Context: an optimization exercise on an open-source flow, tuned for small area, a short achievable clock period and few clock cycles per item. The choices shown serve that exercise and are no tape-out recipe. At most, simulation tests tie the RTL to the original design; equivalence was not proved. Power is estimated from default activity; no workload was simulated.

Setup of run 1:
// fpu_seq
module fpu_seq (
  input  logic        clk,
  input  logic        reset,
  input  logic        Start,
  input  logic [1:0]  FPUOp,
  input  logic [31:0] SrcA,
  input  logic [31:0] SrcB,
  output logic [31:0] Result,
  output logic        Done,
  output logic        Busy,
  output logic [3:0]  FPUFlags
);
  function automatic logic [4:0] lzc25(input logic [24:0] v);
    lzc25 = 5'd0;
    for (int i = 0; i < 25; i++) begin
      if (v[i]) lzc25 = 5'(24 - i);
    end
  endfunction
  logic [7:0]  w_expA, w_expB;
  logic [23:0] w_manA, w_manB;
  logic [24:0] w_mA, w_mB;
  logic        w_zeroA, w_zeroB;
  logic        w_isMul;
  logic        w_special;
  assign w_expA    = SrcA[30:23];
  assign w_expB    = SrcB[30:23];
  assign w_zeroA   = (w_expA == 8'd0);
  assign w_zeroB   = (w_expB == 8'd0);
  assign w_manA    = {!w_zeroA, w_zeroA ? 23'd0 : SrcA[22:0]};
  assign w_manB    = {!w_zeroB, w_zeroB ? 23'd0 : SrcB[22:0]};
  assign w_mA      = {w_manA, 1'b0};
  assign w_mB      = {w_manB, 1'b0};
  assign w_isMul   = (FPUOp == fpu_pkg::OP_FMUL);
  assign w_special = (FPUOp == fpu_pkg::OP_RSVD) ||
                     (w_expA == fpu_pkg::INF_EXP) || (w_expB == fpu_pkg::INF_EXP);
  logic [8:0]  w_dAB, w_dBA;
  logic        w_expLt, w_expGt, w_expEq;
  logic [7:0]  w_diff;
  logic [7:0]  w_addExp;
  logic        w_sub, w_near;
  assign w_dAB    = {1'b0, w_expA} - {1'b0, w_expB};
  assign w_dBA    = {1'b0, w_expB} - {1'b0, w_expA};
  assign w_expLt  = w_dAB[8];
  assign w_expGt  = w_dBA[8];
  assign w_expEq  = (w_expA == w_expB);
  assign w_diff   = w_expLt ? w_dBA[7:0] : w_dAB[7:0];
  assign w_addExp = w_expLt ? w_expB : w_expA;
  assign w_sub    = SrcA[31] ^ SrcB[31];
  assign w_near   = w_sub && (w_diff[7:1] == 7'd0);
  logic [24:0] w_big, w_small, w_aligned;
  logic        w_farSign;
  assign w_big     = w_expLt ? w_mB : w_mA;
  assign w_small   = w_expLt ? w_mA : w_mB;
  assign w_aligned = (w_diff >= 8'd26) ? 25'd0 : (w_small >> w_diff[4:0]);
  assign w_farSign = w_expLt ? SrcB[31] : SrcA[31];
  logic [24:0] w_nA, w_nB, w_nearMag;
  logic [25:0] w_dif1, w_dif2;
  logic        w_nearSign;
  logic        w_nearZero;
  ...
==> flow/config.mk <==
export PLATFORM = sky130hd
export DESIGN_NAME = fpu_seq
export DESIGN_NICKNAME = fpu_seq
export VERILOG_FILES = /design/flow/design.v
export SDC_FILE = /design/flow/constraint.sdc
export NUM_CORES = 4
export LEC_CHECK = 0
export ABC_AREA = 1
export CAP_MARGIN = 20
export CORE_MARGIN = 2
export CORE_UTILIZATION = 40
export SETUP_SLACK_MARGIN = 4.0
export SLEW_MARGIN = 20
==> flow/constraint.sdc <==
create_clock -name core_clock -period 11.0 [get_ports {clk}]
set_input_delay 2.2000 -clock core_clock [delete_from_list [all_inputs] [get_ports {clk}]]
set_output_delay 2.2000 -clock core_clock [all_outputs]
set_load 0.01 [all_outputs]
standard.sh (not shown) runs the stock make flow with config.mk's settings and CLKGATE_MAP_FILE= SYNTH_SCRIPT=/design/flow/synth_recipe.tcl, a recipe that flattens the netlist after the stock synthesis.
==> flow/flow/run.sh <==
#!/bin/bash
# The standard layout (the standard.sh: standard synthesis, then ORFS from
# floorplan to finish) with one change: the input and output port buffers that
# global placement inserts are sky130_fd_sc_hd__buf_4 cells instead of the
# default choice.
set -euo pipefail
bash standard.sh "BUFFER_PORTS_ARGS=-buffer_cell sky130_fd_sc_hd__buf_4" finish > run_make.log 2>&1
Input-level comparison between run 2 and run 1:
--- a/flow/design.v
+++ b/flow/design.v
@@ -1404,46 +1404,40 @@
   assign w_manA    = {!w_zeroA, w_zeroA ? 23'd0 : SrcA[22:0]};
   assign w_manB    = {!w_zeroB, w_zeroB ? 23'd0 : SrcB[22:0]};
   assign w_mA      = {w_manA, 1'b0};
   assign w_mB      = {w_manB, 1'b0};
   assign w_isMul   = (FPUOp == fpu_pkg::OP_FMUL);
   assign w_special = (FPUOp == fpu_pkg::OP_RSVD) ||
                      (w_expA == fpu_pkg::INF_EXP) || (w_expB == fpu_pkg::INF_EXP);
   logic [8:0]  w_dAB, w_dBA;
-  logic        w_expLt, w_expGt, w_expEq;
+  logic        w_expLt, w_expEq;
   logic [7:0]  w_diff;
   logic [7:0]  w_addExp;
   logic        w_sub, w_near;
   assign w_dAB    = {1'b0, w_expA} - {1'b0, w_expB};
   assign w_dBA    = {1'b0, w_expB} - {1'b0, w_expA};
   assign w_expLt  = w_dAB[8];
-  assign w_expGt  = w_dBA[8];
   assign w_expEq  = (w_expA == w_expB);
   assign w_diff   = w_expLt ? w_dBA[7:0] : w_dAB[7:0];
   assign w_addExp = w_expLt ? w_expB : w_expA;
   assign w_sub    = SrcA[31] ^ SrcB[31];
   assign w_near   = w_sub && (w_diff[7:1] == 7'd0);
+  logic        w_swap;
   logic [24:0] w_big, w_small, w_aligned;
-  logic        w_farSign;
-  assign w_big     = w_expLt ? w_mB : w_mA;
-  assign w_small   = w_expLt ? w_mA : w_mB;
+  logic        w_bigSign;
+  assign w_swap    = w_expLt || (w_expEq && (SrcA[22:0] < SrcB[22:0]));
+  assign w_big     = w_swap ? w_mB : w_mA;
+  assign w_small   = w_swap ? w_mA : w_mB;
+  assign w_bigSign = w_swap ? SrcB[31] : SrcA[31];
   assign w_aligned = (w_diff >= 8'd26) ? 25'd0 : (w_small >> w_diff[4:0]);
-  assign w_farSign = w_expLt ? SrcB[31] : SrcA[31];
-  logic [24:0] w_nA, w_nB, w_nearMag;
-  logic [25:0] w_dif1, w_dif2;
-  logic        w_nearSign;
+  logic [24:0] w_nearMag;
   logic        w_nearZero;
   logic [4:0]  w_nearLz;
-  assign w_nA       = w_expLt ? (w_mA >> 1) : w_mA;
-  assign w_nB       = w_expGt ? (w_mB >> 1) : w_mB;
-  assign w_dif1     = {1'b0, w_nA} - {1'b0, w_nB};
-  assign w_dif2     = {1'b0, w_nB} - {1'b0, w_nA};
-  assign w_nearMag  = w_dif1[25] ? w_dif2[24:0] : w_dif1[24:0];
-  assign w_nearSign = w_dif1[25] ? SrcB[31] : SrcA[31];
+  assign w_nearMag  = w_big - (w_expEq ? w_small : (w_small >> 1));
   assign w_nearZero = w_expEq && (w_zeroA || (SrcA[22:0] == SrcB[22:0]));
   assign w_nearLz   = lzc25(w_nearMag);
   logic [47:0] w_row0, w_row1;
   logic [22:0] w_lowG, w_lowP;
   logic [5:0]  w_grpG, w_grpP;
   logic [9:0]  w_mulExp;
   fpu_mul u_mul (
     .i_a    ({1'b1, SrcA[22:0]}),
@@ -1495,26 +1489,26 @@
       r_exp  <= w_mulExp;
       r_zero <= w_zeroA || w_zeroB;
     end else if (w_near) begin
       r_x    <= w_nearMag;
       r_y    <= ~w_aligned;
       r_grpG <= 6'b100000;
       r_grpP <= 5'd0;
       r_near <= 1'b1;
-      r_sign <= w_nearSign;
+      r_sign <= w_bigSign;
       r_exp  <= {2'b0, w_addExp};
       r_zero <= w_nearZero;
     end else begin
       r_x    <= w_big;
       r_y    <= w_sub ? ~w_aligned : w_aligned;
       r_grpG <= {w_sub, 5'd0};
       r_grpP <= 5'd0;
       r_near <= 1'b0;
-      r_sign <= w_farSign;
+      r_sign <= w_bigSign;
       r_exp  <= {2'b0, w_addExp};
       r_zero <= w_zeroA && w_zeroB;
     end
   end
   logic        w_cin;
   logic [26:0] w_sumC;
   logic [25:0] w_sum;
   logic        w_selR, w_sel0, w_selL;
Results
- In the metrics for run 1 and run 2, the one carrying the lower setup slack is run 1.
- Count of standard-cell rows shrinks by a few percent when moving from run 1 to run 2.
- Adder and majority cell fraction of the synthesized area delta for run 2 relative to run 1: 1.2 points higher
- Total power of run 2 falls short of that of run 1 by a few percent.
- Run 2 vs run 1, final critical path time including I/O delays and setup went down by 0.011 ns.
- Number of instances in the synthesized netlist | run 2 below run 1
- Floorplan die area on run 2 is down relative to run 1.
Testbench counts of run 2, summed over its fixed seeds: cycles 3,200, ops 3,200.
Only the layout flow was run in run 1; the RTL was not checked for function there.


== run B ==
Another version of the RTL of fpu_seq (not shown whole).
Size: about 3600 cells after synthesis, about 78 flip-flops, about 0.024 sq mm of cells after synthesis.
==> flow/config.mk <==
export PLATFORM = sky130hd
export DESIGN_NAME = fpu_seq
export DESIGN_NICKNAME = fpu_seq
export VERILOG_FILES = /design/flow/design.v
export SDC_FILE = /design/flow/constraint.sdc
export NUM_CORES = 4
export LEC_CHECK = 0
export ABC_AREA = 1
export CAP_MARGIN = 20
export CORE_MARGIN = 2
export CORE_UTILIZATION = 40
export SETUP_SLACK_MARGIN = 4.0
export SLEW_MARGIN = 20
==> flow/constraint.sdc <==
create_clock -name core_clock -period 11.0 [get_ports {clk}]
set_input_delay 2.2000 -clock core_clock [delete_from_list [all_inputs] [get_ports {clk}]]
set_output_delay 2.2000 -clock core_clock [all_outputs]
set_load 0.01 [all_outputs]
Scripts as last shown in full above: flow/flow/run.sh
What run C does differently from run B at the input level:
--- a/flow/design.v
+++ b/flow/design.v
@@ -1380,38 +1380,22 @@
   input  logic [1:0]  FPUOp,
   input  logic [31:0] SrcA,
   input  logic [31:0] SrcB,
   output logic [31:0] Result,
   output logic        Done,
   output logic        Busy,
   output logic [3:0]  FPUFlags
 );
   function automatic logic [4:0] lzc25(input logic [24:0] v);
-    logic [31:0] nz;
-    logic [4:0]  cnt [0:31];
-    logic [31:0] nzN;
-    logic [4:0]  cntN [0:31];
-    nz = {v, 7'h7F};
-    for (int g = 0; g < 32; g++) cnt[g] = 5'd0;
-    for (int k = 0; k < 5; k++) begin
-      for (int g = 0; g < 32; g++) begin
-        nzN[g]  = 1'b0;
-        cntN[g] = 5'd0;
-      end
-      for (int g = 0; g < (16 >> k); g++) begin
-        nzN[g] = nz[2 * g + 1] | nz[2 * g];
-        if (nz[2 * g + 1]) cntN[g] = cnt[2 * g + 1];
-        else               cntN[g] = cnt[2 * g] | (5'd1 << k);
-      end
-      nz = nzN;
-      for (int g = 0; g < 32; g++) cnt[g] = cntN[g];
+    lzc25 = 5'd0;
+    for (int i = 0; i < 25; i++) begin
+      if (v[i]) lzc25 = 5'(24 - i);
     end
-    lzc25 = cnt[0];
   endfunction
   logic [7:0]  w_expA, w_expB;
   logic [23:0] w_manA, w_manB;
   logic [24:0] w_mA, w_mB;
   logic        w_zeroA, w_zeroB;
   logic        w_isMul;
   logic        w_special;
   assign w_expA    = SrcA[30:23];
   assign w_expB    = SrcB[30:23];
[summary]
Compared run C vs run B, and clock group share of total power is up in run C.
For run B, the topmost layer with routed signal wires was met4, unlike run C, where it was met5.
Total internal power, run B and run C: higher on run B
Routed length on met3 went down by more than 10% going from run B to run C.
Via count for run C is lower than for run B.
Lower fraction of the mapped netlist area in compound gates was reported by run B, not run C.
On setup slack, run B loses to run C.
Summary: power, run C better than run B
In run C relative to run B, overall die area had gone down by a few percent.
Maximum ir drop on the vdd rail, run B and run C: higher on run C
Run C ended with less final period utilization than run B.
Testbench counts of run C, summed over its fixed seeds: cycles 3,200, ops 3,200.
For run B, only the layout was checked, not whether the RTL still works.


Setup of v38:
RTL: one of the versions met above, not the one the previous note started from.
Size in the first run: ~3400 cells after synthesis, ~110 I/O pins.
export LEC_CHECK = 0
export ABC_AREA = 1
export CAP_MARGIN = 20
export CORE_MARGIN = 2
export CORE_UTILIZATION = 40
export SETUP_SLACK_MARGIN = 4.5
export SLEW_MARGIN = 20
create_clock -name core_clock -period 11.0 [get_ports {clk}]
Scripts as last shown in full above: flow/flow/run.sh
Testbench counts of v38, summed over its fixed seeds: cycles 3,200, ops 3,200.
> inputs changed (v38 -> v22)
--- a/flow/design.v
+++ b/flow/design.v
@@ -1433,51 +1433,41 @@
   logic        w_nearZero;
   logic [4:0]  w_nearLz;
   assign w_nearMag  = w_big - (w_expEq ? w_small : (w_small >> 1));
   assign w_nearZero = w_expEq && (w_zeroA || (SrcA[22:0] == SrcB[22:0]));
   assign w_nearLz   = lzc25(w_nearMag);
   logic [47:0] w_row0, w_row1;
   logic [22:0] w_lowG, w_lowP;
-  logic [3:0]  w_grpG, w_grpP;
+  logic [5:0]  w_grpG, w_grpP;
   logic [9:0]  w_mulExp;
   fpu_mul u_mul (
     .i_a    ({1'b1, SrcA[22:0]}),
     .i_b    ({1'b1, SrcB[22:0]}),
     .o_row0 (w_row0),
     .o_row1 (w_row1)
   );
-  function automatic logic [1:0] grpGP(input logic [22:0] g, input logic [22:0] p,
-                                       input int lo, input int hi);
-    logic gg, pp;
-    gg = 1'b0;
-    pp = 1'b1;
-    for (int i = 0; i < 23; i++) begin
-      if (i >= lo && i <= hi) begin
-        gg = g[i] | (p[i] & gg);
-        pp = pp & p[i];
-      end
-    end
-    grpGP = {gg, pp};
-  endfunction
   assign w_lowG = w_row0[22:0] & w_row1[22:0];
   assign w_lowP = w_row0[22:0] | w_row1[22:0];
-  logic [2:0] w_subG, w_subP;
-  assign {w_subG[0], w_subP[0]} = grpGP(w_lowG, w_lowP, 0, 3);
-  assign {w_subG[1], w_subP[1]} = grpGP(w_lowG, w_lowP, 4, 7);
-  assign {w_subG[2], w_subP[2]} = grpGP(w_lowG, w_lowP, 8, 11);
-  assign w_grpG[0] = w_subG[2] | (w_subP[2] & (w_subG[1] | (w_subP[1] & w_subG[0])));
-  assign w_grpP[0] = &w_subP;
-  assign {w_grpG[1], w_grpP[1]} = grpGP(w_lowG, w_lowP, 12, 15);
-  assign {w_grpG[2], w_grpP[2]} = grpGP(w_lowG, w_lowP, 16, 19);
-  assign {w_grpG[3], w_grpP[3]} = grpGP(w_lowG, w_lowP, 20, 22);
+  always_comb begin
+    for (int k = 0; k < 6; k++) begin
+      w_grpG[k] = 1'b0;
+      w_grpP[k] = 1'b1;
+      for (int i = 0; i < 4; i++) begin
+        if (4 * k + i < 23) begin
+          w_grpG[k] = w_lowG[4 * k + i] | (w_lowP[4 * k + i] & w_grpG[k]);
+          w_grpP[k] = w_grpP[k] & w_lowP[4 * k + i];
+        end
+      end
+    end
+  end
   assign w_mulExp = {2'b0, w_expA} + {2'b0, w_expB} - 10'd126;
   logic        r_done;
   logic [24:0] r_x, r_y;
-  logic [3:0]  r_grpG;
-  logic [3:1]  r_grpP;
+  logic [5:0]  r_grpG;
+  logic [5:1]  r_grpP;
   logic        r_noCarry;
   logic        r_near;
   logic        r_sign;
   logic [9:0]  r_exp;
   logic        r_zero;
   logic [4:0]  r_lz;
   logic        r_special;
@@ -1489,46 +1479,46 @@
     r_special <= w_special;
     r_noCarry <= w_isMul || w_sub;
     r_lz      <= w_nearLz;
     if (w_isMul) begin
       r_x    <= w_row0[47:23];
       r_y    <= w_row1[47:23];
       r_grpG <= w_grpG;
-      r_grpP <= w_grpP[3:1];
+      r_grpP <= w_grpP[5:1];
       r_near <= 1'b0;
       r_sign <= w_sub;
       r_exp  <= w_mulExp;
       r_zero <= w_zeroA || w_zeroB;
     end else if (w_near) begin
       r_x    <= w_nearMag;
       r_y    <= ~w_aligned;
-      r_grpG <= 4'b1000;
-      r_grpP <= 3'd0;
+      r_grpG <= 6'b100000;
+      r_grpP <= 5'd0;
       r_near <= 1'b1;
       r_sign <= w_bigSign;
       r_exp  <= {2'b0, w_addExp};
       r_zero <= w_nearZero;
     end else begin
       r_x    <= w_big;
       r_y    <= w_sub ? ~w_aligned : w_aligned;
-      r_grpG <= {w_sub, 3'd0};
-      r_grpP <= 3'd0;
+      r_grpG <= {w_sub, 5'd0};
+      r_grpP <= 5'd0;
       r_near <= 1'b0;
       r_sign <= w_bigSign;
       r_exp  <= {2'b0, w_addExp};
       r_zero <= w_zeroA && w_zeroB;
     end
   end
   logic        w_cin;
   logic [26:0] w_sumC;
   logic [25:0] w_sum;
   logic        w_selR, w_sel0, w_selL;
   logic [9:0]  w_expR, w_exp0, w_expL;
-  assign w_cin  = r_grpG[3] | (r_grpP[3] & (r_grpG[2] | (r_grpP[2] & (r_grpG[1] |
-                  (r_grpP[1] & r_grpG[0])))));
+  assign w_cin  = r_grpG[5] | (r_grpP[5] & (r_grpG[4] | (r_grpP[4] & (r_grpG[3] |
+                  (r_grpP[3] & (r_grpG[2] | (r_grpP[2] & (r_grpG[1] | (r_grpP[1] & r_grpG[0])))))))));
   assign w_sumC = {1'b0, r_x, 1'b1} + {1'b0, r_y, w_cin};
   assign w_sum  = w_sumC[26:1];
   assign w_selR = w_sum[25] && !r_noCarry;
   assign w_sel0 = !w_selR && w_sum[24];
   assign w_selL = !w_selR && !w_sum[24];
   assign w_expR = r_exp + 10'd1;
   assign w_exp0 = r_exp;
## What came out
- Die size: v22 exceeds v38
- Number of hold violations in the final report essentially unchanged between v38 and v22.
- The global-route met3 utilization of v22 is higher than that of v38.
- Compared with v38, in v22 worst hold slack across all endpoints decreased 0.021 ns; sequential cell count increased about 5%; simple-gate share of the synthesized area higher; area share of xor/xnor cells in the synthesized design decreased by 0.32 points relative to the old numbers.
- v22: combinational power 8.1% above v38
- Relative to v38, the non-clock buffer count measured on v22 has increased by more than 10%.
Testbench counts of v22, summed over its fixed seeds: cycles 3,200, ops 3,200.

-- separate check: timing with driven ports --
The flow's constraints put no driver on any port. The routed layouts listed below were extracted and timed again, unchanged, in two steps. Step 1, drivers: a clkbuf_16 drives clk and a buf_2 each remaining input, both assumed. Step 2 moves the port delays by t, midway between the first and last clock arrival at a register: inputs arrive t later, outputs are due t later. That takes back most of the time a late clock gives input paths. a / b / c = ideal / step 1 / step 2; a / b = the first two.
run	t (ns)	setup WS [ns]	hold slack, ns	latest minus earliest clock arrival (ns)	cell pins on the clock port's net
run 1	0.434	4.112 / 4.145 / 3.711	2.057 / 2.027 / 2.461	0.036 / 0.035	1
run 2	0.450	4.122 / 4.162 / 3.712	2.048 / 2.014 / 2.464	0.034 / 0.034	1
run B	0.423	4.097 / 4.117 / 3.694	2.066 / 2.038 / 2.461	0.026 / 0.026	1
run C	0.447	4.185 / 4.213 / 3.766	2.052 / 2.011 / 2.458	0.031 / 0.032	1
v38	0.442	4.569 / 4.530 / 4.128	2.053 / 2.021 / 2.462	0.032 / 0.031	1
v22	0.440	4.521 / 4.492 / 4.052	2.032 / 2.004 / 2.444	0.032 / 0.032	1
After both steps setup and hold are still met in every run listed. For v22, which loses most, drivers alone change the setup slack by -0.029 ns; drivers and shift together by -0.469 ns.
